From an optimization exercise on the open Yosys and OpenROAD flow, aimed at small area, a short achievable clock period and few clock cycles per item; shortcuts taken in it are not production practice.
In this exercise RTL edits were held to simulation tests only and were not proved equivalent to the original.
Power and IR drop assume default switching activity.

$ cat flow/run.sh
#!/bin/bash
# Standard layout (the standard.sh, ORFS synth .. finish) with one change:
# the port buffers that global placement inserts are buf_4 cells instead of
# the cell buffer_ports picks by default (a delay buffer), so the output
# ports are driven by a regular buffer. Every port is still buffered.
set -euo pipefail
bash standard.sh finish "BUFFER_PORTS_ARGS=-buffer_cell sky130_fd_sc_hd__buf_4" > flow_make.log 2>&1
$ cat standard.sh
#!/bin/bash
# synth_recipe.tcl (not shown) runs the flow's synth.tcl, then flattens the netlist and writes it again
# the make line also repeats each setting of config.mk as NAME=value (left out here)
make -C /OpenROAD-flow-scripts/flow DESIGN_CONFIG=/design/flow/config.mk WORK_HOME=/design/flow/orfs CLKGATE_MAP_FILE= SYNTH_SCRIPT=/design/flow/synth_recipe.tcl "${@:-finish}"
$ cat config.mk
export PLATFORM = sky130hd
export DESIGN_NAME = esckm_top
export DESIGN_NICKNAME = esckm_top
export VERILOG_FILES = /design/flow/design.v
export SDC_FILE = /design/flow/constraint.sdc
export NUM_CORES = 4
export LEC_CHECK = 0
export CAP_MARGIN = 20
export CORE_MARGIN = 2
export CORE_UTILIZATION = 35
export PLACE_DENSITY = 0.42
export SETUP_SLACK_MARGIN = 2.5
export SLEW_MARGIN = 20
$ cat constraint.sdc
create_clock -name core_clock -period 5.5 [get_ports {aclk}]
set_input_delay 1.1000 -clock core_clock [delete_from_list [all_inputs] [get_ports {aclk}]]
set_output_delay 1.1000 -clock core_clock [all_outputs]
set_load 0.01 [all_outputs]
$ cat design.v
`default_nettype none
package esckm_pkg;
    localparam int PATTERN_MAX = 5;
    localparam int PADDR_W     = 3;
    localparam logic [2:0] LEN_MAX = 3'd5;
    localparam logic [1:0] CNT_MAX = 2'd2;
    localparam logic CMD_LOAD = 1'b0;
    localparam logic CMD_KEY  = 1'b1;
    localparam logic KIND_KEY = 1'b0;
    localparam logic KIND_ERR = 1'b1;
    localparam logic [0:0] REG_ENTRIES_IN_USE = 1'b0;
    typedef struct packed {
        logic       cmd;
        logic [6:0] entry_index;
        logic [7:0] pattern_byte0;
        logic [7:0] pattern_byte1;
        logic [7:0] pattern_byte2;
        logic [7:0] pattern_byte3;
        logic [7:0] pattern_byte4;
        logic [2:0] pattern_length;
        logic [1:0] keycode_count;
        logic [7:0] first_keycode;
        logic [7:0] second_keycode;
        logic [7:0] key_byte;
    } in_item_t;
    typedef struct packed {
        logic       result_kind;
        logic [7:0] keycode;
        logic       last_of_run;
    } out_item_t;
    typedef struct packed {
        logic [PATTERN_MAX-1:0][7:0] pattern;
        logic [3:0]                  code;
        logic [7:0]                  key1;
        logic [7:0]                  key0;
    } entry_t;
endpackage
`default_nettype wire
`default_nettype none
module esckm_apb (
    input  wire logic                         aclk,
    input  wire logic                         aresetn,
    input  wire logic                         psel,
    input  wire logic                         penable,
    input  wire logic                         pwrite,
    input  wire logic [esckm_pkg::PADDR_W-1:0] paddr,
    input  wire logic [31:0]                  pwdata,
    output logic      [31:0]                  prdata,
    output logic                              pready,
    output logic      [7:0]                   entries_in_use
);
    logic [7:0] entries_reg, entries_next;
    logic [7:0] rd_reg;
    logic       sel_entries;
    assign sel_entries    = (paddr[2] == esckm_pkg::REG_ENTRIES_IN_USE);
    assign pready         = 1'b1;
    assign entries_in_use = entries_reg;
    assign prdata         = {24'd0, rd_reg};
    always_comb begin
        entries_next = entries_reg;
        if (!aresetn) begin
            entries_next = 8'd0;
        end else if (psel && penable && pwrite && sel_entries) begin
            entries_next = pwdata[7:0];
        end
    end
    always_ff @(posedge aclk) begin
        entries_reg <= entries_next;
        rd_reg      <= sel_entries ? entries_next : 8'd0;
    end
endmodule
`default_nettype wire
`default_nettype none
module esckm_out_queue #(
    parameter int DEPTH = 10
) (
    input  wire logic                  aclk,
    input  wire logic                  aresetn,
    input  wire logic                  push,
    input  wire logic [1:0]            push_cnt,
    input  wire esckm_pkg::out_item_t  item0,
    input  wire esckm_pkg::out_item_t  item1,
    output logic [DEPTH-1:0]           occ_left,
    output logic                       m_valid,
    input  wire logic                  m_ready,
    output esckm_pkg::out_item_t       m_item
);
    logic [DEPTH-1:0]      occ_reg, occ_next;
    logic [DEPTH-1:0]      wr0, wr1;
    logic [DEPTH-1:0][9:0] slot_reg;
    logic [DEPTH-1:0][9:0] slot_next;
    logic                  pop;
    assign m_valid  = occ_reg[0];
    assign m_item   = slot_reg[0];
    assign pop      = occ_reg[0] && m_ready;
    assign occ_left = pop ? (occ_reg >> 1) : occ_reg;
    always_comb begin
        for (int i = 0; i < DEPTH; i++) begin
            wr0[i] = !occ_left[i] && ((i == 0) || occ_left[(i == 0) ? 0 : i - 1]);
            wr1[i] = (i != 0) && wr0[(i == 0) ? 0 : i - 1];
        end
        occ_next = occ_left | ({DEPTH{push && (push_cnt != 2'd0)}} & wr0)
                            | ({DEPTH{push && (push_cnt == 2'd2)}} & wr1);
        if (!aresetn) occ_next = '0;
    end
    always_comb begin
        for (int i = 0; i < DEPTH; i++) begin
            if (push && wr0[i]) begin
                slot_next[i] = item0;
            end else if (push && wr1[i]) begin
                slot_next[i] = item1;
            end else if (pop && (i + 1 < DEPTH)) begin
                slot_next[i] = slot_reg[(i + 1 < DEPTH) ? i + 1 : i];
            end else begin
                slot_next[i] = slot_reg[i];
            end
        end
    end
    always_ff @(posedge aclk) begin
        occ_reg  <= occ_next;
        slot_reg <= slot_next;
    end
endmodule
`default_nettype wire
`default_nettype none
module esckm_table #(
    parameter int DEPTH = 64
) (
    input  wire logic                aclk,
    input  wire logic [7:0]          wr_grp,
    input  wire logic [7:0]          wr_ent,
    input  wire esckm_pkg::entry_t   wr_data,
    output logic [DEPTH-1:0][39:0]   pat,
    output logic [DEPTH-1:0][3:0]    code,
    output logic [DEPTH-1:0][7:0]    key0,
    output logic [DEPTH-1:0][7:0]    key1
);
    for (genvar j = 0; j < DEPTH; j++) begin : g_ent
        always_ff @(posedge aclk) begin
            if (wr_grp[j / 8] && wr_ent[j % 8]) begin
                pat[j]  <= wr_data.pattern;
                code[j] <= wr_data.code;
                key0[j] <= wr_data.key0;
                key1[j] <= wr_data.key1;
            end
        end
    end
endmodule
`default_nettype wire
`default_nettype none
module escape_sequence_keycode_matcher_core #(
    parameter int TABLE_ENTRIES = 64
) (
    input  wire logic                          aclk,
    input  wire logic                          aresetn,
    input  wire logic                          s_valid,
    output logic                               s_ready,
    input  wire esckm_pkg::in_item_t           s_item,
    output logic                               m_valid,
    input  wire logic                          m_ready,
    output esckm_pkg::out_item_t               m_item,
    input  wire logic                          psel,
    input  wire logic                          penable,
    input  wire logic                          pwrite,
    input  wire logic [esckm_pkg::PADDR_W-1:0] paddr,
    input  wire logic [31:0]                   pwdata,
    output logic      [31:0]                   prdata,
    output logic                               pready
);
    localparam int N  = 64;
    localparam int QD = 9;
    logic [7:0] entries_in_use;
    esckm_apb u_apb (
        .aclk           (aclk),
        .aresetn        (aresetn),
        .psel           (psel),
        .penable        (penable),
        .pwrite         (pwrite),
        .paddr          (paddr),
        .pwdata         (pwdata),
        .prdata         (prdata),
        .pready         (pready),
        .entries_in_use (entries_in_use)
    );
    logic ready_reg;
    logic in_acc, acc_key, acc_load;
    assign s_ready  = ready_reg;
    assign in_acc   = s_valid && ready_reg;
    assign acc_key  = in_acc && (s_item.cmd == esckm_pkg::CMD_KEY);
    assign acc_load = in_acc && (s_item.cmd == esckm_pkg::CMD_LOAD) && !s_item.entry_index[6];
    logic [7:0]        ld_grp, ld_ent;
    esckm_pkg::entry_t ld_entry;
    logic [2:0]        ld_len;
    logic [1:0]        ld_cnt;
    logic [3:0]        ld_code;
    always_comb begin
        ld_len = (s_item.pattern_length > esckm_pkg::LEN_MAX) ? esckm_pkg::LEN_MAX
                                                              : s_item.pattern_length;
        ld_cnt = (s_item.keycode_count > esckm_pkg::CNT_MAX) ? esckm_pkg::CNT_MAX
                                                             : s_item.keycode_count;
        if (ld_len == 3'd0) begin
            ld_code = 4'b1111;
        end else if (ld_len == 3'd5) begin
            ld_code = {ld_cnt, 2'b11};
        end else begin
            ld_code = {2'(ld_len - 3'd1), ld_cnt};
        end
    end
    always_ff @(posedge aclk) begin
        for (int g = 0; g < 8; g++) begin
            ld_grp[g] <= acc_load && (s_item.entry_index[5:3] == 3'(g));
            ld_ent[g] <= (s_item.entry_index[2:0] == 3'(g));
        end
        ld_entry.pattern[0] <= s_item.pattern_byte0;
        ld_entry.pattern[1] <= s_item.pattern_byte1;
        ld_entry.pattern[2] <= s_item.pattern_byte2;
        ld_entry.pattern[3] <= s_item.pattern_byte3;
        ld_entry.pattern[4] <= s_item.pattern_byte4;
        ld_entry.code   <= ld_code;
        ld_entry.key0   <= s_item.first_keycode;
        ld_entry.key1   <= s_item.second_keycode;
    end
    logic [N-1:0][39:0] t_pat;
    logic [N-1:0][3:0]  t_code;
    logic [N-1:0][7:0]  t_key0;
    logic [N-1:0][7:0]  t_key1;
    esckm_table #(
        .DEPTH (N)
    ) u_table (
        .aclk    (aclk),
        .wr_grp  (ld_grp),
        .wr_ent  (ld_ent),
        .wr_data (ld_entry),
        .pat     (t_pat),
        .code    (t_code),
        .key0    (t_key0),
        .key1    (t_key1)
    );
    logic       eiu_all;
    logic [7:0] eiu_grp_gt, eiu_grp_eq, eiu_ent_gt;
    function automatic logic [7:0] thermo8(input logic [2:0] x);
        case (x)
            3'd0:    thermo8 = 8'b0000_0000;
            3'd1:    thermo8 = 8'b0000_0001;
            3'd2:    thermo8 = 8'b0000_0011;
            3'd3:    thermo8 = 8'b0000_0111;
            3'd4:    thermo8 = 8'b0000_1111;
            3'd5:    thermo8 = 8'b0001_1111;
            3'd6:    thermo8 = 8'b0011_1111;
            default: thermo8 = 8'b0111_1111;
        endcase
    endfunction
    always_comb begin
        eiu_all    = (entries_in_use[7:6] != 2'd0);
        eiu_grp_gt = thermo8(entries_in_use[5:3]);
        eiu_ent_gt = thermo8(entries_in_use[2:0]);
        for (int g = 0; g < 8; g++) begin
            eiu_grp_eq[g] = (entries_in_use[5:3] == 3'(g));
        end
    end
    logic [N-1:0][4:0] len_gt, len_eq;
    always_comb begin
        for (int j = 0; j < N; j++) begin
            logic lo3, hi3, nl, l5;
            lo3 = t_code[j][1] && t_code[j][0];
            hi3 = t_code[j][3] && t_code[j][2];
            nl  = !lo3;
            l5  = lo3 && !hi3;
            len_gt[j][0] = !(lo3 && hi3);
            len_gt[j][1] = l5 || (nl && (t_code[j][3] || t_code[j][2]));
            len_gt[j][2] = l5 || (nl && t_code[j][3]);
            len_gt[j][3] = l5 || (nl && hi3);
            len_gt[j][4] = l5;
            for (int p = 0; p < 4; p++) begin
                len_eq[j][p] = len_gt[j][p] && !len_gt[j][p + 1];
            end
            len_eq[j][4] = l5;
        end
    end
    logic       kv;
    logic [4:0] pos_oh;      
    logic [4:0] pos_ahead;   
    logic [N-1:0] cand;
    logic [N-1:0] m0, ma;    
    logic [N-1:0] in_use, m0_next, ma_next;
    always_comb begin
        for (int j = 0; j < N; j++) begin
            logic [7:0] b;
            logic       gt;
            in_use[j] = eiu_all || eiu_grp_gt[j / 8] || (eiu_grp_eq[j / 8] && eiu_ent_gt[j % 8]);
            b  = 8'd0;
            gt = 1'b0;
            for (int p = 1; p < 5; p++) begin
                b  = b | ({8{pos_ahead[p]}} & t_pat[j][8*p +: 8]);
                gt = gt | (pos_ahead[p] && len_gt[j][p]);
            end
            m0_next[j] = in_use[j] && len_gt[j][0] && (t_pat[j][7:0] == s_item.key_byte);
            ma_next[j] = in_use[j] && gt && (b == s_item.key_byte);
        end
    end
    logic [N-1:0] hit_c, comp_z, comp_c, hit, comp, cand_next;
    logic         any_hit_z, any_hit_c, any_comp_z, any_comp_c;
    logic         any_hit, any_comp, go_on;
    logic [4:0]   pos_new;
    always_comb begin
        for (int j = 0; j < N; j++) begin
            logic leq;
            leq = 1'b0;
            for (int p = 1; p < 5; p++) begin
                leq = leq | (pos_oh[p] && len_eq[j][p]);
            end
            hit_c[j]  = cand[j] && ma[j];
            comp_c[j] = hit_c[j] && leq;
            comp_z[j] = m0[j] && len_eq[j][0];
        end
        any_hit_z  = |m0;
        any_hit_c  = |hit_c;
        any_comp_z = |comp_z;
        any_comp_c = |comp_c;
        any_hit    = pos_oh[0] ? any_hit_z : any_hit_c;
        any_comp   = pos_oh[0] ? any_comp_z : any_comp_c;
        go_on      = any_hit && !any_comp;
        hit        = pos_oh[0] ? m0 : hit_c;
        comp       = pos_oh[0] ? comp_z : comp_c;
        cand_next  = (in_use & hit) | (~in_use & (cand | {N{pos_oh[0]}}));
        if (!kv) begin
            pos_new = pos_oh;
        end else if (go_on) begin
            pos_new = {pos_oh[3:0], 1'b0};
        end else begin
            pos_new = 5'b00001;
        end
    end
    always_ff @(posedge aclk) begin
        if (!aresetn) begin
            kv        <= 1'b0;
            pos_oh    <= 5'b00001;
            pos_ahead <= 5'b00001;
        end else begin
            kv        <= acc_key;
            pos_oh    <= pos_new;
            pos_ahead <= acc_key ? {pos_new[3:0], 1'b0} : pos_new;
        end
        m0 <= m0_next;
        ma <= ma_next;
        if (kv) cand <= cand_next;
    end
    logic [N-1:0] comp_first;
    logic [7:0]   comp_grp, grp_first;
    always_comb begin
        for (int g = 0; g < 8; g++) begin
            comp_grp[g] = |comp[8*g +: 8];
        end
        for (int g = 0; g < 8; g++) begin
            grp_first[g] = comp_grp[g] && ((comp_grp & ((8'd1 << g) - 8'd1)) == 8'd0);
            for (int i = 0; i < 8; i++) begin
                comp_first[8*g+i] = grp_first[g] && comp[8*g+i] &&
                                    ((comp[8*g +: 8] & ((8'd1 << i) - 8'd1)) == 8'd0);
            end
        end
    end
    logic         rv;
    logic         r_err;
    logic [N-1:0] r_comp;
    always_ff @(posedge aclk) begin
        if (!aresetn) begin
            rv <= 1'b0;
        end else begin
            rv <= kv && (any_comp || !any_hit);
        end
        r_err  <= !any_hit;
        r_comp <= comp_first;
    end
    logic [19:0]      sel_data;
    logic [1:0]       sel_cnt;
    logic [7:0]       sel_k0, sel_k1;
    always_comb begin
        sel_data = 20'd0;
        for (int j = 0; j < N; j++) begin
            sel_data = sel_data | ({20{r_comp[j]}} & {t_code[j], t_key1[j], t_key0[j]});
        end
        sel_k0  = sel_data[7:0];
        sel_k1  = sel_data[15:8];
        sel_cnt = (sel_data[17:16] == 2'd3) ? sel_data[19:18] : sel_data[17:16];
    end
    logic [1:0]           push_cnt;
    esckm_pkg::out_item_t item0, item1;
    always_comb begin
        item1.result_kind = esckm_pkg::KIND_KEY;
        item1.keycode     = sel_k1;
        item1.last_of_run = 1'b1;
        if (r_err) begin
            item0.result_kind = esckm_pkg::KIND_ERR;
            item0.keycode     = 8'd0;
            item0.last_of_run = 1'b1;
            push_cnt          = 2'd1;
        end else begin
            item0.result_kind = esckm_pkg::KIND_KEY;
            item0.keycode     = sel_k0;
            item0.last_of_run = (sel_cnt == 2'd1);
            push_cnt          = sel_cnt;
        end
    end
    logic [QD-1:0] q_occ_left;
    esckm_out_queue #(
        .DEPTH (QD)
    ) u_out_queue (
        .aclk       (aclk),
        .aresetn    (aresetn),
        .push       (rv),
        .push_cnt   (push_cnt),
        .item0      (item0),
        .item1      (item1),
        .occ_left   (q_occ_left),
        .m_valid    (m_valid),
        .m_ready    (m_ready),
        .m_item     (m_item)
    );
    logic [1:0] in_flight;
    logic       room;
    always_comb begin
        in_flight = 2'(acc_key) + 2'(kv) + 2'(rv);
        case (in_flight)
            2'd0:    room = !q_occ_left[QD-2];
            2'd1:    room = !q_occ_left[QD-4];
            2'd2:    room = !q_occ_left[QD-6];
            default: room = !q_occ_left[QD-8];
        endcase
    end
    always_ff @(posedge aclk) begin
        if (!aresetn) begin
            ready_reg <= 1'b1;
        end else begin
            ready_reg <= !acc_load && room;
        end
    end
endmodule
`default_nettype wire
`default_nettype none
module esckm_top (
    input  wire logic        aclk,
    input  wire logic        aresetn,
    input  wire logic        s_valid,
    output logic             s_ready,
    input  wire logic        s_cmd,
    input  wire logic [6:0]  s_entry_index,
    input  wire logic [7:0]  s_pattern_byte0,
    input  wire logic [7:0]  s_pattern_byte1,
    input  wire logic [7:0]  s_pattern_byte2,
    input  wire logic [7:0]  s_pattern_byte3,
    input  wire logic [7:0]  s_pattern_byte4,
    input  wire logic [2:0]  s_pattern_length,
    input  wire logic [1:0]  s_keycode_count,
    input  wire logic [7:0]  s_first_keycode,
    input  wire logic [7:0]  s_second_keycode,
    input  wire logic [7:0]  s_key_byte,
    output logic             m_valid,
    input  wire logic        m_ready,
    output logic             m_result_kind,
    output logic [7:0]       m_keycode,
    output logic             m_last_of_run,
    input  wire logic        psel,
    input  wire logic        penable,
    input  wire logic        pwrite,
    input  wire logic [2:0]  paddr,
    input  wire logic [31:0] pwdata,
    output logic      [31:0] prdata,
    output logic             pready
);
    esckm_pkg::in_item_t  s_item;
    esckm_pkg::out_item_t m_item;
    assign s_item.cmd            = s_cmd;
    assign s_item.entry_index    = s_entry_index;
    assign s_item.pattern_byte0  = s_pattern_byte0;
    assign s_item.pattern_byte1  = s_pattern_byte1;
    assign s_item.pattern_byte2  = s_pattern_byte2;
    assign s_item.pattern_byte3  = s_pattern_byte3;
    assign s_item.pattern_byte4  = s_pattern_byte4;
    assign s_item.pattern_length = s_pattern_length;
    assign s_item.keycode_count  = s_keycode_count;
    assign s_item.first_keycode  = s_first_keycode;
    assign s_item.second_keycode = s_second_keycode;
    assign s_item.key_byte       = s_key_byte;
    assign m_result_kind = m_item.result_kind;
    assign m_keycode     = m_item.keycode;
    assign m_last_of_run = m_item.last_of_run;
    escape_sequence_keycode_matcher_core #(
        .TABLE_ENTRIES (64)
    ) u_core (
        .aclk    (aclk),
        .aresetn (aresetn),
        .s_valid (s_valid),
        .s_ready (s_ready),
        .s_item  (s_item),
        .m_valid (m_valid),
        .m_ready (m_ready),
        .m_item  (m_item),
        .psel    (psel),
        .penable (penable),
        .pwrite  (pwrite),
        .paddr   (paddr),
        .pwdata  (pwdata),
        .prdata  (prdata),
        .pready  (pready)
    );
endmodule
`default_nettype wire
==> results.ini, run 1 <==
[run_status]
status=timing/DRC/antenna clean

[sta]
worst_hold_slack_ns=0.0891
final-hold-violation-count=0
fin_setup_tns_ns=0
setup_ws_ns=2.07
period_share_pct=62.4
maxClockFrequency_mhz=291
slew_headroom_pct=18.7
slew_violations=0
finClkSkew_ns=0.0900
rsz0062_at_grt=yes
min_period_ns=3.43
tightest_slew_ns=1.22
setup_viol=0

[cts]
cts_tree=yes
cts_buffers=472
hold_buffers=0
clock_latency_ns=1.10
clk_path_buf_depth=4
cts.sinks=4300
clkTransAtPathRegs_ns=0.06
htreeDepth=5
cts_root_buf=clkbuf_16

[pwr]
clkPwrFrac_pct=44.4
pwr-share-seq_pct=50.8
combPwrFrac_pct=4.9
swShare_pct=23.4
power_density_nw_per_um2=347
leakagePower_nw=67.6
p_sw_w=0.0168
max-vdd-ir-drop_v=0.000359
internal_power_w=0.0548

[drt]
ant_nets=0
top_layer_used=met5
drc_errors=0
vias=114000
wire_per_inst_um=43.4
finalWirelength_um=807000
vias_per_cell=6.13
met1_length_um=337000
wl_met3_um=66600
drt_iter0_drc=16600
routed-wl-met2_um=364000
dr.pass1.iters=17

[worst_setup_path]
arrival_ns=4.43
cp-start-kind=register
cp.required_ns=6.49
crit_path_end_kind=register
path_class=reg -> reg
path_max_fanout=6

[yosys]
synth_ff_type=edfxtp_1
synth-seq-cells=4300
synth-edff-count=3994
synth_area_sq_um=171000
synthDistinctLibCells=82
yosysSeqAreaShare_pct=73.7
ys_warn_count=4
async_reset_ff_share_pct=0
syn_inst=10800
synth_area_per_cell_sq_um=15.9

[die]
core_sq_um=487000
die_area_sq_um=495000
die_h_um=703
dieWidth_um=703
start_util_pct=35.2
rows=256
ios=164

[finish]
area_growth_pct=20.6
top_regs=u_core.u_table.pat (2560), u_core.u_table.key0 (512), u_core.u_table.key1 (512)
layout_common_cells=edfxtp_1, buf_4, a22o_1, xor2_1, a221oi_1
n_fill_cell=43500
final_common_cell=edfxtp_1
final_area_sq_um=206000
top_register=u_core.u_table.pat
largest_reg_flops=2560
drive_above_1_share_pct=20.0
fin_nets=12000
postLayoutCoreUtil_pct=42.4

[global_route]
grt_util_all_layers_pct=31.3
grt_max_degree=92
first_global_vias=107000
grt_pass1_wl_um=1040000
antenna_found_initial=108
grt_overflow=0

[hold_path]
min_path_type=in -> reg

[run]
drv_cap=0

[placement]
dp_slack_ns=1.11
place_area_sq_um=182000
routabilityCongestion=1.02
portBuffers=112
hpwlAfterDp_um=480000

-- cell usage after synthesis, types with 6 or more instances --
cell type / instances / area [sq um]
a211o_1: 12 / 105
a211oi_1: 71 / 533
a21o_1: 45 / 338
a21oi_1: 164 / 821
a221oi_1: 782 / 6850
a22o_1: 766 / 6710
a22oi_1: 227 / 1700
a31o_2: 6 / 52.6
a31oi_1: 26 / 163
and2_1: 76 / 475
and3_1: 13 / 81.3
and4_1: 43 / 377
buf_1: 178 / 668
buf_2: 15 / 75.1
buf_4: 39 / 293
clkbuf_1: 417 / 1570
dfxtp_1: 306 / 6130
edfxtp_1: 3994 / 120000
ha_1: 192 / 2400
inv_1: 185 / 694
mux2_2: 27 / 304
mux2i_1: 23 / 230
nand2_1: 413 / 1550
nand2b_1: 53 / 332
nand3_1: 99 / 495
nand3b_1: 18 / 135
nand4_1: 339 / 2120
nor2_1: 164 / 616
nor2b_1: 58 / 363
nor3_1: 86 / 430
nor3b_1: 18 / 135
nor4_1: 243 / 1520
nor4b_1: 31 / 272
o211ai_1: 40 / 300
o21ai_0: 356 / 1780
o221ai_1: 6 / 52.6
o22ai_1: 35 / 219
o41ai_1: 9 / 78.8
or2_2: 14 / 87.6
or3_1: 15 / 93.8
or4_1: 30 / 225
xnor2_1: 297 / 2600
xor2_1: 728 / 6380
-- stage by stage --
step / total power [W] / instances
after CTS: 0.0718 / 18300
after global routing: 0.0732 / 18500
after detailed placement: 0.0401 / 17100
final: 0.0716 / 18600
after global placement: 0.0400 / 17100
after floorplan: 0.0381 / 10800
-- power by group through the flow --
stage	Clock, W	Combinational [W]	Sequential (W)
2_1_floorplan	0	0.00132	0.0368
3_3_place_gp	0	0.00301	0.0370
3_5_place_dp	0	0.00302	0.0370
4_1_cts	0.0322	0.00331	0.0363
5_1_grt	0.0333	0.00358	0.0363
6_report	0.0318	0.00348	0.0363
-- logic make-up (layout without fill, tap and decap cells) --
| family | count (synthesis) | count (layout) | synth area share (%) |
|---|---|---|---|
| AOI/OAI and AO/OA | 2595 | 2596 | 11.8 |
| xor gates and xnor gates | 1025 | 1025 | 5.25 |
| and+or+nand+nor | 1745 | 1746 | 5.62 |
| DFF | 4300 | 4300 | 73.7 |
| buffers and inverters | 839 | 2144 | 1.94 |
| other | 2 | 66 | 0.00439 |
| muxes | 51 | 51 | 0.325 |
| adders and majority gates | 193 | 193 | 1.42 |
-- worst max-delay path: stages, from the launching register on --
cell	delay (ns)
edfxtp_1	0.58
and4_1	0.33
o21ai_0	0.48
nand2_1	0.34
nor3_1	0.39
nand4_1	0.20
or4_4	0.53
or3_1	0.33
a31oi_1	0.18
-- layout make-up --
cell class | instances | area, sq um | area share, %
Antenna cell | 41 | 103 | 0.0497
Clock buffer | 609 | 12700 | 6.13
Clock inverter | 277 | 2650 | 1.28
Inverter | 189 | 712 | 0.345
Multi-Input combinational cell | 5636 | 45000 | 21.8
Sequential cell | 4300 | 126000 | 61.2
Tap cell | 6450 | 8070 | 3.91
Timing Repair Buffer | 1069 | 10900 | 5.28
-- layer usage --
metal / track usage [%] / vias up
met5: 0 / -
met4: 12.8 / 14
met3: 4.85 / 1328
met2: 49.0 / 6359
met1: 43.7 / 60900
li1: - / 45300
-- path summary, 6_finish.rpt --
kind	start	to	slack [ns]	depth (start not counted)
worst max-delay path	u_core.u_table.code[170]	u_core.pos_ahead[2]	2.07	8
worst min-delay path	s_second_keycode[5]	u_core.ld_entry[13]	0.09	1
worst max register to register	u_core.u_table.code[170]	u_core.pos_ahead[2]	2.07	8
worst min register to register	u_core.u_table.pat[644]	u_core.m0[16]	0.52	3
-- what timing repair did --
item	4_1_cts	5_1_grt
pin swaps	118	144
setup buffers	309	150
cloned	17	33
resized for setup	432	350
endpoints found under the setup margin	290	199
Testbench counts, summed over its fixed seeds: cycles 1,962, keys 1,935.
==> run 2: changes to the inputs <==
--- a/design.v
+++ b/design.v
@@ -168,7 +168,7 @@
     output logic                               pready
 );
     localparam int N  = 64;
-    localparam int QD = 9;
+    localparam int QD = 10;
     logic [7:0] entries_in_use;
     esckm_apb u_apb (
         .aclk           (aclk),
@@ -184,8 +184,8 @@
     );
     logic ready_reg;
     logic in_acc, acc_key, acc_load;
-    assign s_ready  = ready_reg;
-    assign in_acc   = s_valid && ready_reg;
+    assign s_ready  = ready_reg && ((s_item.cmd == esckm_pkg::CMD_KEY) || !kv);
+    assign in_acc   = s_valid && s_ready;
     assign acc_key  = in_acc && (s_item.cmd == esckm_pkg::CMD_KEY);
     assign acc_load = in_acc && (s_item.cmd == esckm_pkg::CMD_LOAD) && !s_item.entry_index[6];
     logic [7:0]        ld_grp, ld_ent;
@@ -205,20 +205,18 @@
         end else begin
             ld_code = {2'(ld_len - 3'd1), ld_cnt};
         end
-    end
-    always_ff @(posedge aclk) begin
         for (int g = 0; g < 8; g++) begin
-            ld_grp[g] <= acc_load && (s_item.entry_index[5:3] == 3'(g));
-            ld_ent[g] <= (s_item.entry_index[2:0] == 3'(g));
+            ld_grp[g] = acc_load && (s_item.entry_index[5:3] == 3'(g));
+            ld_ent[g] = (s_item.entry_index[2:0] == 3'(g));
         end
-        ld_entry.pattern[0] <= s_item.pattern_byte0;
-        ld_entry.pattern[1] <= s_item.pattern_byte1;
-        ld_entry.pattern[2] <= s_item.pattern_byte2;
-        ld_entry.pattern[3] <= s_item.pattern_byte3;
-        ld_entry.pattern[4] <= s_item.pattern_byte4;
-        ld_entry.code   <= ld_code;
-        ld_entry.key0   <= s_item.first_keycode;
-        ld_entry.key1   <= s_item.second_keycode;
+        ld_entry.pattern[0] = s_item.pattern_byte0;
+        ld_entry.pattern[1] = s_item.pattern_byte1;
+        ld_entry.pattern[2] = s_item.pattern_byte2;
+        ld_entry.pattern[3] = s_item.pattern_byte3;
+        ld_entry.pattern[4] = s_item.pattern_byte4;
+        ld_entry.code       = ld_code;
+        ld_entry.key0       = s_item.first_keycode;
+        ld_entry.key1       = s_item.second_keycode;
     end
     logic [N-1:0][39:0] t_pat;
     logic [N-1:0][3:0]  t_code;
@@ -346,15 +344,12 @@
         if (kv) cand <= cand_next;
     end
     logic [N-1:0] comp_first;
-    logic [7:0]   comp_grp, grp_first;
+    logic [7:0]   comp_grp;
     always_comb begin
         for (int g = 0; g < 8; g++) begin
             comp_grp[g] = |comp[8*g +: 8];
-        end
-        for (int g = 0; g < 8; g++) begin
-            grp_first[g] = comp_grp[g] && ((comp_grp & ((8'd1 << g) - 8'd1)) == 8'd0);
             for (int i = 0; i < 8; i++) begin
-                comp_first[8*g+i] = grp_first[g] && comp[8*g+i] &&
+                comp_first[8*g+i] = comp[8*g+i] &&
                                     ((comp[8*g +: 8] & ((8'd1 << i) - 8'd1)) == 8'd0);
             end
         end
@@ -362,6 +357,7 @@
     logic         rv;
     logic         r_err;
     logic [N-1:0] r_comp;
+    logic [7:0]   r_grp;
     always_ff @(posedge aclk) begin
         if (!aresetn) begin
             rv <= 1'b0;
@@ -370,14 +366,22 @@
         end
         r_err  <= !any_hit;
         r_comp <= comp_first;
+        r_grp  <= comp_grp;
     end
+    logic [7:0]       grp_first;
     logic [19:0]      sel_data;
     logic [1:0]       sel_cnt;
     logic [7:0]       sel_k0, sel_k1;
     always_comb begin
         sel_data = 20'd0;
-        for (int j = 0; j < N; j++) begin
-            sel_data = sel_data | ({20{r_comp[j]}} & {t_code[j], t_key1[j], t_key0[j]});
+        for (int g = 0; g < 8; g++) begin
+            logic [19:0] d;
+            grp_first[g] = r_grp[g] && ((r_grp & ((8'd1 << g) - 8'd1)) == 8'd0);
+            d = 20'd0;
+            for (int i = 0; i < 8; i++) begin
+                d = d | ({20{r_comp[8*g+i]}} & {t_code[8*g+i], t_key1[8*g+i], t_key0[8*g+i]});
+            end
+            sel_data = sel_data | ({20{grp_first[g]}} & d);
         end
         sel_k0  = sel_data[7:0];
         sel_k1  = sel_data[15:8];
@@ -431,7 +435,7 @@
         if (!aresetn) begin
             ready_reg <= 1'b1;
         end else begin
-            ready_reg <= !acc_load && room;
+            ready_reg <= room;
         end
     end
 endmodule
--- a/config.mk
+++ b/config.mk
@@ -7,7 +7,7 @@
 export LEC_CHECK = 0
 export CAP_MARGIN = 20
 export CORE_MARGIN = 2
-export CORE_UTILIZATION = 35
-export PLACE_DENSITY = 0.42
+export CORE_UTILIZATION = 30
+export PLACE_DENSITY = 0.36
 export SETUP_SLACK_MARGIN = 2.5
 export SLEW_MARGIN = 20
==> run 2 against run 1 <==
Sequential share of layout area fell by 0.29 points; largest power group unchanged; global-route usage decreased by 7.0 points; setup slack improved by 0.049 ns; still clean on timing, DRC and antenna; area after synthesis fell by 0.32%; maximum frequency rose by 1.4%.
==> results.ini, run 2 <==
[run_status]
status=timing/DRC/antenna clean

[finish]
top_regs=u_core.u_table.pat (2560), u_core.u_table.key0 (512), u_core.u_table.key1 (512)
area_growth_pct=20.5
fin_nets=11900  ; -0.63%
largest_reg_flops=2560  ; unchanged
n_fill_cell=53300  ; +23%
fin_cells=19600  ; +5.3%
final_area_sq_um=205000  ; -0.48%
final_common_cell=edfxtp_1
drive_above_1_share_pct=17.3  ; -2.7 points
top_register=u_core.u_table.pat
layout_common_cells=edfxtp_1, xor2_1, buf_4, a221oi_1, a22o_1

[sta]
tightest_slew_ns=1.27  ; +0.0470 ns
final-hold-violation-count=0  ; unchanged
period_share_pct=61.6  ; -0.89 points
rsz0062_at_grt=yes
maxClockFrequency_mhz=295  ; +1.4%
setup_ws_ns=2.11  ; +0.0489 ns
min_period_ns=3.39  ; -0.0489 ns
finClkSkew_ns=0.0734  ; -0.0166 ns
slew_headroom_pct=14.7  ; -4.0 points
slew_violations=0  ; unchanged
fin_setup_tns_ns=0  ; unchanged
setup_viol=0  ; unchanged

[yosys]
synth_top_family_by_area=compound AO/OA/AOI/OAI gates
ys_warn_count=4  ; unchanged
synth-seq-cells=4243  ; -1.3%
synth_xor_area_share_pct=5.26  ; +0.017 points
synthDistinctLibCells=79  ; -3.7%
synth.most_common_cell=edfxtp_1
syn_inst=10900  ; +1.0%
synth_area_per_cell_sq_um=15.7  ; -1.3%
synthSimpleGateAreaFrac_pct=5.70  ; +0.079 points
synth-compound-area-share_pct=12.0  ; +0.22 points
synthMuxAreaShare_pct=0.315  ; -0.011 points
synth-edff-count=4004  ; +0.25%
synth_top_area_share_pct=70.5  ; +0.40 points
synth_ff_type=edfxtp_1
yosysSeqAreaShare_pct=73.3  ; -0.37 points
async_reset_ff_share_pct=0  ; unchanged
synth_area_leader_cell=edfxtp_1
synthTopCellsByArea=edfxtp_1, xor2_1, a221oi_1
synth_fa_ha_area_share_pct=1.42  ; +0.0046 points
ys_top_cells_by_count=edfxtp_1, xor2_1, a221oi_1, a22oi_1, a22o_1
synth_area_sq_um=171000  ; -0.32%

[global_route]
grt_max_degree=131  ; +42%
antenna_found_initial=105  ; -2.8%
grt_overflow=0  ; unchanged
grt_util_all_layers_pct=24.3  ; -7.0 points
first_global_vias=108000  ; +0.51%
grt_pass1_wl_um=962000  ; -7.1%

[die]
ios=164  ; unchanged
die_h_um=758  ; +7.8%
rows=276  ; +7.8%
die_area_sq_um=575000  ; +16%
dieWidth_um=758  ; +7.8%
start_util_pct=30.2  ; -5.0 points
core_sq_um=566000  ; +16%

[worst_setup_path]
critical_path.max_stage_delay_ns=0.61  ; +0.03 ns
r2r_slack_ns=2.11  ; +0.05 ns
critical_path.cell_chain=nand2_2 > inv_2 > ha_2 > a22oi_2 > nor2_1 > or3_4 > or4_4 > or4_4 > nor4_4 > buf_6 > a21oi_4 > a21o_1
arrival_ns=4.30  ; -0.13 ns
path_class=reg -> reg
slowest_stage=or4_4
crit_path_end_kind=register
cp.required_ns=6.42  ; -0.07 ns
path_max_fanout=5  ; -1
cp_num_buf_inv=2  ; +2
cp-start-kind=register
crit_top_cell=or4_4
cp_top_family=simple AND/OR/NAND/NOR gates

[pwr]
leakagePower_nw=65.2  ; -3.5%
max-vdd-ir-drop_v=0.000302  ; -16%
power_density_nw_per_um2=349  ; +0.70%

[placement]
routabilityCongestion=0.911  ; -11%
portBuffers=112  ; unchanged
place_area_sq_um=184000  ; +1.2%
hpwlAfterDp_um=432000  ; -10%
dp_slack_ns=1.07  ; -0.0400 ns
dp_cells=18300  ; +6.9%

[cts]
clkTransAtPathRegs_ns=0.06  ; about the same
cts_root_buf=clkbuf_16
cts_buffers=482  ; +2.1%
cts.sinks=4243  ; -1.3%
cts_tree=yes
htreeDepth=5  ; unchanged
clk_path_buf_depth=4  ; unchanged
clock_latency_ns=1.08  ; -0.02 ns
hold_buffers=0  ; unchanged

[run]
drv_cap=0  ; unchanged

[drt]
vias_per_cell=5.55  ; -9.5%
drc_errors=0  ; unchanged
drt_iter0_drc=12600  ; -24%
finalWirelength_um=721000  ; -11%
ant_nets=0  ; unchanged
dr.pass1.iters=9  ; -8
wire_per_inst_um=36.8  ; -15%
vias=109000  ; -4.7%

[hold_path]
min_path_type=in -> reg

[run 2: changes by cell type after synthesis, moves of 45 or more]
cell	previous run	this run
nand2_1	413	468
and2_1	76	7
nor2_1	164	233
a22o_1	766	577
nand3_1	99	54
a221oi_1	782	633
nand4_1	339	273
a41oi_1	1	54
a22oi_1	227	594
nand3b_1	18	67
dfxtp_1	306	239
[run 2: layer usage]
layer,global-route usage [%],up-vias,wire [um]
li1,-,45300,-
met1,33.8,58100,316000
met2,39.6,4171,337000
met3,3.25,928,41800
met4,7.53,14,26000
met5,0,-,107
[run 2: repair_timing]
| item | CTS | global route |
|---|---|---|
| endpoints found under the hold margin | 0 | 0 |
| resized for setup | 318 | 211 |
| pin swaps | 120 | 73 |
| setup endpoints to repair | 4064 | 220 |
| cloned | 5 | 4 |
| buffers inserted | 219 | 64 |
[run 2: cells by family (layout without fill, tap and decap cells)]
logic type / Yosys count / after routing
flops: 4243 / 4243
compound gates: 2675 / 2675
simple gates: 1797 / 1798
xor+xnor: 1025 / 1025
buf+inv: 874 / 1999
fa+ha+maj: 193 / 193
mux: 51 / 51
other cells: 2 / 66
[run 2: report_power, final]
part | internal (W) | total [W] | switching (W)
combinational | 0.000973 | 0.00386 | 0.00289
clock | 0.0187 | 0.0323 | 0.0136
sequential | 0.0354 | 0.0355 | 0.0000906
[run 2: final cells by class]
cell class / count / area, sq um / area share (%)
clock inverters: 257 / 2580 / 1.26
diodes: 41 / 103 / 0.0499
clock buffers: 644 / 13200 / 6.45
well taps: 7506 / 9390 / 4.57
inverters: 209 / 800 / 0.389
multi-input cells: 5767 / 44900 / 21.8
repair buffers: 889 / 9350 / 4.55
flip-flops and latches: 4243 / 125000 / 60.9
[run 2: final timing paths]
path                                  from  cells after the start                       endpoint
max                u_core.u_table.code[20]                     12               u_core.pos_oh[0]
min                               paddr[2]                      2         u_core.u_apb.rd_reg[6]
max reg2reg        u_core.u_table.code[20]                     12               u_core.pos_oh[0]
min reg2reg  u_core.u_out_queue.occ_reg[9]                      2  u_core.u_out_queue.occ_reg[9]
[run 2: metrics by stage]
stage | hold slack (ns) | util (%) | power (W)
floorplan | 0.457 | - | 0.0375
global placement | 0.474 | 32.6 | 0.0399
detailed placement | 0.487 | 32.6 | 0.0399
CTS | 0.167 | 36.0 | 0.0724
global route | 0.229 | 36.3 | 0.0739
finish | 0.264 | 36.3 | 0.0717
Testbench counts of run 2, summed over its fixed seeds: cycles 1,959, keys 1,935.
==> run 3: changes to the inputs <==
--- a/design.v
+++ b/design.v
@@ -184,8 +184,8 @@
     );
     logic ready_reg;
     logic in_acc, acc_key, acc_load;
-    assign s_ready  = ready_reg && ((s_item.cmd == esckm_pkg::CMD_KEY) || !kv);
-    assign in_acc   = s_valid && s_ready;
+    assign s_ready  = ready_reg;
+    assign in_acc   = s_valid && ready_reg;
     assign acc_key  = in_acc && (s_item.cmd == esckm_pkg::CMD_KEY);
     assign acc_load = in_acc && (s_item.cmd == esckm_pkg::CMD_LOAD) && !s_item.entry_index[6];
     logic [7:0]        ld_grp, ld_ent;
@@ -205,18 +205,20 @@
         end else begin
             ld_code = {2'(ld_len - 3'd1), ld_cnt};
         end
+    end
+    always_ff @(posedge aclk) begin
         for (int g = 0; g < 8; g++) begin
-            ld_grp[g] = acc_load && (s_item.entry_index[5:3] == 3'(g));
-            ld_ent[g] = (s_item.entry_index[2:0] == 3'(g));
+            ld_grp[g] <= acc_load && (s_item.entry_index[5:3] == 3'(g));
+            ld_ent[g] <= (s_item.entry_index[2:0] == 3'(g));
         end
-        ld_entry.pattern[0] = s_item.pattern_byte0;
-        ld_entry.pattern[1] = s_item.pattern_byte1;
-        ld_entry.pattern[2] = s_item.pattern_byte2;
-        ld_entry.pattern[3] = s_item.pattern_byte3;
-        ld_entry.pattern[4] = s_item.pattern_byte4;
-        ld_entry.code       = ld_code;
-        ld_entry.key0       = s_item.first_keycode;
-        ld_entry.key1       = s_item.second_keycode;
+        ld_entry.pattern[0] <= s_item.pattern_byte0;
+        ld_entry.pattern[1] <= s_item.pattern_byte1;
+        ld_entry.pattern[2] <= s_item.pattern_byte2;
+        ld_entry.pattern[3] <= s_item.pattern_byte3;
+        ld_entry.pattern[4] <= s_item.pattern_byte4;
+        ld_entry.code   <= ld_code;
+        ld_entry.key0   <= s_item.first_keycode;
+        ld_entry.key1   <= s_item.second_keycode;
     end
     logic [N-1:0][39:0] t_pat;
     logic [N-1:0][3:0]  t_code;
@@ -280,20 +282,26 @@
     logic [4:0] pos_ahead;   
     logic [N-1:0] cand;
     logic [N-1:0] m0, ma;    
-    logic [N-1:0] in_use, m0_next, ma_next;
+    logic [N-1:0] mac;       
+    logic         hz, cz;    
+    logic [N-1:0] in_use, m0_next, ma_next, mac_next, m0c_next;
     always_comb begin
         for (int j = 0; j < N; j++) begin
             logic [7:0] b;
-            logic       gt;
+            logic       gt, eq;
             in_use[j] = eiu_all || eiu_grp_gt[j / 8] || (eiu_grp_eq[j / 8] && eiu_ent_gt[j % 8]);
             b  = 8'd0;
             gt = 1'b0;
+            eq = 1'b0;
             for (int p = 1; p < 5; p++) begin
                 b  = b | ({8{pos_ahead[p]}} & t_pat[j][8*p +: 8]);
                 gt = gt | (pos_ahead[p] && len_gt[j][p]);
+                eq = eq | (pos_ahead[p] && len_eq[j][p]);
             end
-            m0_next[j] = in_use[j] && len_gt[j][0] && (t_pat[j][7:0] == s_item.key_byte);
-            ma_next[j] = in_use[j] && gt && (b == s_item.key_byte);
+            m0_next[j]  = in_use[j] && len_gt[j][0] && (t_pat[j][7:0] == s_item.key_byte);
+            m0c_next[j] = m0_next[j] && len_eq[j][0];
+            ma_next[j]  = in_use[j] && gt && (b == s_item.key_byte);
+            mac_next[j] = ma_next[j] && eq;
         end
     end
     logic [N-1:0] hit_c, comp_z, comp_c, hit, comp, cand_next;
@@ -302,18 +310,13 @@
     logic [4:0]   pos_new;
     always_comb begin
         for (int j = 0; j < N; j++) begin
-            logic leq;
-            leq = 1'b0;
-            for (int p = 1; p < 5; p++) begin
-                leq = leq | (pos_oh[p] && len_eq[j][p]);
-            end
             hit_c[j]  = cand[j] && ma[j];
-            comp_c[j] = hit_c[j] && leq;
+            comp_c[j] = cand[j] && mac[j];
             comp_z[j] = m0[j] && len_eq[j][0];
         end
-        any_hit_z  = |m0;
+        any_hit_z  = hz;
         any_hit_c  = |hit_c;
-        any_comp_z = |comp_z;
+        any_comp_z = cz;
         any_comp_c = |comp_c;
         any_hit    = pos_oh[0] ? any_hit_z : any_hit_c;
         any_comp   = pos_oh[0] ? any_comp_z : any_comp_c;
@@ -339,8 +342,11 @@
             pos_oh    <= pos_new;
             pos_ahead <= acc_key ? {pos_new[3:0], 1'b0} : pos_new;
         end
-        m0 <= m0_next;
-        ma <= ma_next;
+        m0  <= m0_next;
+        ma  <= ma_next;
+        mac <= mac_next;
+        hz  <= |m0_next;
+        cz  <= |m0c_next;
         if (kv) cand <= cand_next;
     end
     logic [N-1:0] comp_first;
@@ -383,17 +389,29 @@
             end
             sel_data = sel_data | ({20{grp_first[g]}} & d);
         end
-        sel_k0  = sel_data[7:0];
-        sel_k1  = sel_data[15:8];
-        sel_cnt = (sel_data[17:16] == 2'd3) ? sel_data[19:18] : sel_data[17:16];
     end
+    logic         sv;
+    logic         s_err;
+    logic [19:0]  s_data;
+    always_ff @(posedge aclk) begin
+        if (!aresetn) begin
+            sv <= 1'b0;
+        end else begin
+            sv <= rv;
+        end
+        s_err  <= r_err;
+        s_data <= sel_data;
+    end
+    assign sel_k0  = s_data[7:0];
+    assign sel_k1  = s_data[15:8];
+    assign sel_cnt = (s_data[17:16] == 2'd3) ? s_data[19:18] : s_data[17:16];
     logic [1:0]           push_cnt;
     esckm_pkg::out_item_t item0, item1;
     always_comb begin
         item1.result_kind = esckm_pkg::KIND_KEY;
         item1.keycode     = sel_k1;
         item1.last_of_run = 1'b1;
-        if (r_err) begin
+        if (s_err) begin
             item0.result_kind = esckm_pkg::KIND_ERR;
             item0.keycode     = 8'd0;
             item0.last_of_run = 1'b1;
@@ -411,7 +429,7 @@
     ) u_out_queue (
         .aclk       (aclk),
         .aresetn    (aresetn),
-        .push       (rv),
+        .push       (sv),
         .push_cnt   (push_cnt),
         .item0      (item0),
         .item1      (item1),
@@ -420,22 +438,21 @@
         .m_ready    (m_ready),
         .m_item     (m_item)
     );
-    logic [1:0] in_flight;
+    logic [3:0] need;
     logic       room;
     always_comb begin
-        in_flight = 2'(acc_key) + 2'(kv) + 2'(rv);
-        case (in_flight)
-            2'd0:    room = !q_occ_left[QD-2];
-            2'd1:    room = !q_occ_left[QD-4];
-            2'd2:    room = !q_occ_left[QD-6];
-            default: room = !q_occ_left[QD-8];
-        endcase
+        need = 4'd2 + (acc_key ? 4'd2 : 4'd0) + (kv ? 4'd2 : 4'd0) + (rv ? 4'd2 : 4'd0)
+                    + (sv ? 4'(push_cnt) : 4'd0);
+        room = 1'b0;
+        for (int n = 2; n <= QD; n++) begin
+            if (need == 4'(n)) room = !q_occ_left[QD - n];
+        end
     end
     always_ff @(posedge aclk) begin
         if (!aresetn) begin
             ready_reg <= 1'b1;
         end else begin
-            ready_reg <= room;
+            ready_reg <= !acc_load && room;
         end
     end
 endmodule
--- a/config.mk
+++ b/config.mk
@@ -9,5 +9,5 @@
 export CORE_MARGIN = 2
 export CORE_UTILIZATION = 30
 export PLACE_DENSITY = 0.36
-export SETUP_SLACK_MARGIN = 2.5
+export SETUP_SLACK_MARGIN = 2.6
 export SLEW_MARGIN = 20
==> run 3 against run 2 <==
Cell count up 4.2%; die area up 2.7%; still clean on timing, DRC and antenna; clock power up 6.5%; sequential share of layout area down 1.0 points; largest cell class unchanged; setup slack better by 0.14 ns; maximum frequency up 4.2%.
==> results.ini, run 3 <==
[cts]
clock_latency_ns=1.12  ; +0.04 ns
clk_path_buf_depth=4  ; unchanged
hold_buffers=0  ; unchanged
cts_tree=yes
clkTransAtPathRegs_ns=0.05  ; about the same
cts.sinks=4407  ; +3.9%
htreeDepth=6  ; +1
cts_buffers=531  ; +10%
cts_root_buf=clkbuf_16

[yosys]
yosysSeqAreaShare_pct=73.2  ; -0.077 points
synth_area_per_cell_sq_um=15.6  ; -0.87%
synth-edff-count=4004  ; unchanged
synth_ff_type=edfxtp_1
async_reset_ff_share_pct=0  ; unchanged
synth-seq-cells=4407  ; +3.9%
synth_top_area_share_pct=68.6  ; -1.9 points
synth_area_leader_cell=edfxtp_1
synthTopCellsByArea=edfxtp_1, dfxtp_1, a221oi_1
synth_area_sq_um=175000  ; +2.7%
ys_warn_count=4  ; unchanged
synthDistinctLibCells=91  ; +15%
syn_inst=11300  ; +3.6%
synth.most_common_cell=edfxtp_1
ys_top_cells_by_count=edfxtp_1, a221oi_1, nand2_1, a22o_1, xnor2_1

[hold_path]
min_path_type=in -> reg
hold_depth=1  ; -1
min_to=u_core.ld_entry[11]
hold_start=s_second_keycode[3]

[worst_setup_path]
critical_path.max_stage_delay_ns=0.56  ; -0.05 ns
path_class=reg -> reg
cp_top_family=simple AND/OR/NAND/NOR gates
slowest_stage=or3_4
cp.required_ns=6.52  ; +0.10 ns
path_max_fanout=51  ; +46
r2r_slack_ns=2.25  ; +0.14 ns
arrival_ns=4.27  ; -0.03 ns
crit_path_end_kind=register
cp_num_buf_inv=3  ; +1
critical_path.cell_chain=buf_12 > buf_16 > a22o_1 > a221oi_2 > xor2_1 > nand4_1 > or3_4 > nor4_4 > buf_6 > nor2b_1
r2r_end=u_core.mac[55]
rr_startpoint=u_core.pos_ahead[2]
cp-start-kind=register
rr_worst_depth=10  ; -2

[drt]
finalWirelength_um=770000  ; +6.9%
wire_per_inst_um=37.8  ; +2.6%
dr.pass1.iters=6  ; -3
drt_iter0_drc=13500  ; +6.7%
vias=113000  ; +3.9%
drc_errors=0  ; unchanged
ant_nets=0  ; unchanged
vias_per_cell=5.54  ; -0.20%

[placement]
dp_cells=19000  ; +3.7%
portBuffers=112  ; unchanged
hpwlAfterDp_um=467000  ; +8.2%
routabilityCongestion=0.929  ; +2.0%
place_area_sq_um=188000  ; +2.1%

[finish]
postLayoutCoreUtil_pct=36.9  ; +0.61 points
n_fill_cell=54600  ; +2.4%
largest_reg_flops=2560  ; unchanged
fin_nets=12500  ; +4.6%
top_regs=u_core.u_table.pat (2560), u_core.u_table.key0 (512), u_core.u_table.key1 (512)
fin_cells=20400  ; +4.2%
area_growth_pct=22.6
final_common_cell=edfxtp_1
drive_above_1_share_pct=20.1  ; +2.8 points
multiInputGateArea_sq_um=47300  ; +5.5%
layout_common_cells=edfxtp_1, buf_4, nand2_1, a22o_1
top_register=u_core.u_table.pat
final_area_sq_um=215000  ; +4.5%
regArea_sq_um=129000  ; +2.8%

[global_route]
grt_util_all_layers_pct=25.1  ; +0.81 points
antenna_found_initial=116  ; +10%
grt_max_degree=85  ; -35%
first_global_vias=110000  ; +2.2%
grt_overflow=0  ; unchanged
grt_pass1_wl_um=1010000  ; +5.4%

[sta]
tightest_slew_ns=1.17  ; -0.0970 ns
rsz0062_at_grt=yes
finClkSkew_ns=0.0859  ; +0.0125 ns
slew_headroom_pct=21.3  ; +6.6 points
slew_violations=0  ; unchanged
maxClockFrequency_mhz=308  ; +4.2%
period_share_pct=59.1  ; -2.5 points
setup_viol=0  ; unchanged
min_period_ns=3.25  ; -0.135 ns
final-hold-violation-count=0  ; unchanged
fin_setup_tns_ns=0  ; unchanged

[run_status]
status=timing/DRC/antenna clean

[pwr]
swShare_pct=23.5  ; +0.28 points
internal_power_w=0.0571  ; +3.6%
clkPwrFrac_pct=46.1  ; +1.0 points
combPwrFrac_pct=4.3  ; -1.1 points
leakagePower_nw=69.6  ; +6.7%
pwr-share-seq_pct=49.6  ; about the same
p_sw_w=0.0175  ; +5.2%
power_density_nw_per_um2=347  ; -0.57%
max-vdd-ir-drop_v=0.000346  ; +14%

[die]
die_area_sq_um=590000  ; +2.7%
ios=164  ; unchanged
core_sq_um=582000  ; +2.8%
dieWidth_um=768  ; +1.4%
start_util_pct=30.1  ; about the same
rows=280  ; +1.4%
die_h_um=768  ; +1.4%

[run]
drv_cap=0  ; unchanged

## run 3: final cells by class
class                           instances  area share, %
Inverter                              186          0.330
Clock inverter                        244           1.19
Tap cell                             7755           4.52
Multi-Input combinational cell       6007           22.0
Clock buffer                          709           6.69
Sequential cell                      4407           59.9
Antenna cell                           56         0.0652
Timing Repair Buffer                 1004           5.30
## run 3: per-stage QoR
stage / hold WS [ns] / power, W / setup WS, ns
final: 0.110 / 0.0745 / 2.25
after global placement: 0.429 / 0.0406 / 1.10
after global routing: 0.0371 / 0.0767 / 2.19
after detailed placement: 0.438 / 0.0406 / 1.05
after CTS: 0.000216 / 0.0752 / 2.29
after floorplan: 0.310 / 0.0387 / 2.50
## run 3: power groups by stage
stage	clock network [W]	registers (W)	logic (W)
final	0.0344	0.0370	0.00317
after global routing	0.0364	0.0370	0.00329
after global placement	0	0.0377	0.00281
after detailed placement	0	0.0377	0.00282
after floorplan	0	0.0376	0.00113
after CTS	0.0351	0.0370	0.00311
## run 3: logic make-up (layout without fill, tap and decap cells)
group                      after synthesis  count (layout)  share of synthesized area [%]
buffers and inverters                  867            2143                           2.26
DFF                                   4407            4407                           73.2
AOI/OAI and AO/OA                     2845            2845                           12.2
adders and majority gates              199             199                           1.43
and+or+nand+nor                       1841            1844                           5.38
xor gates and xnor gates              1027            1027                           5.13
other                                    2              81                        0.00429
muxes                                   67              67                          0.402
## run 3: timing repair
action,CTS,global route
gates cloned,47,16
buffers inserted,188,98
gates resized for setup,652,292
setup endpoints to repair,194,142
hold endpoints to repair,0,0
pin swaps,172,220
## run 3: how the worst max path moves through the flow
stage | cells past startpoint | end | start
floorplan | 8 | u_core.u_out_queue.slot_reg[20] | m_ready
global placement | 10 | u_core.hz | s_key_byte[7]
detailed placement | 8 | u_core.mac[28] | s_key_byte[2]
CTS | 11 | u_core.mac[55] | u_core.pos_ahead[1]
global route | 11 | u_core.mac[55] | u_core.pos_ahead[1]
finish | 10 | u_core.mac[55] | u_core.pos_ahead[2]
## run 3: layer usage
| layer | up-vias | wire length [um] | GRT usage [%] |
|---|---|---|---|
| li1 | 46700 | - | - |
| met1 | 60000 | 335000 | 35.3 |
| met2 | 5095 | 353000 | 40.0 |
| met3 | 1036 | 48900 | 3.10 |
| met4 | 2 | 33500 | 9.18 |
| met5 | - | 13 | 0 |
Testbench counts of run 3, summed over its fixed seeds: cycles 1,970, keys 1,935.

[port drivers added, routing unchanged]
In the flow no input, the clock included, has a driving cell. The finished layouts below were timed again as built, in two steps. Step 1 sets driving cells, clkbuf_16 on the clock port and buf_2 on the other inputs (assumed; they add their load-dependent delay and slew). Step 2 times the ports against the registers' clock, not the clock port: input delays grow and output delays shrink by t, the midpoint of the rising clock arrivals with the driver on. a / b / c = ideal ports / drivers / drivers and shift; a / b = the first two.
run	shift t [ns]	setup WS [ns]	hold slack, ns	latest minus earliest clock arrival (ns)	worst slew at a driven data input, ns
run 1	1.162	2.066 / 2.066 / 1.439	0.089 / 0.020 / 0.521	0.104 / 0.104	0.06
run 2	1.158	2.115 / 2.115 / 1.756	0.264 / 0.172 / 0.495	0.088 / 0.088	0.22
run 3	1.201	2.250 / 2.250 / 1.273	0.110 / 0.010 / 0.419	0.091 / 0.092	0.23
After both steps setup and hold are still met in every run listed. The setup slack of run 3, which loses most, moves by 0.000 ns with the drivers and by -0.977 ns with both steps.
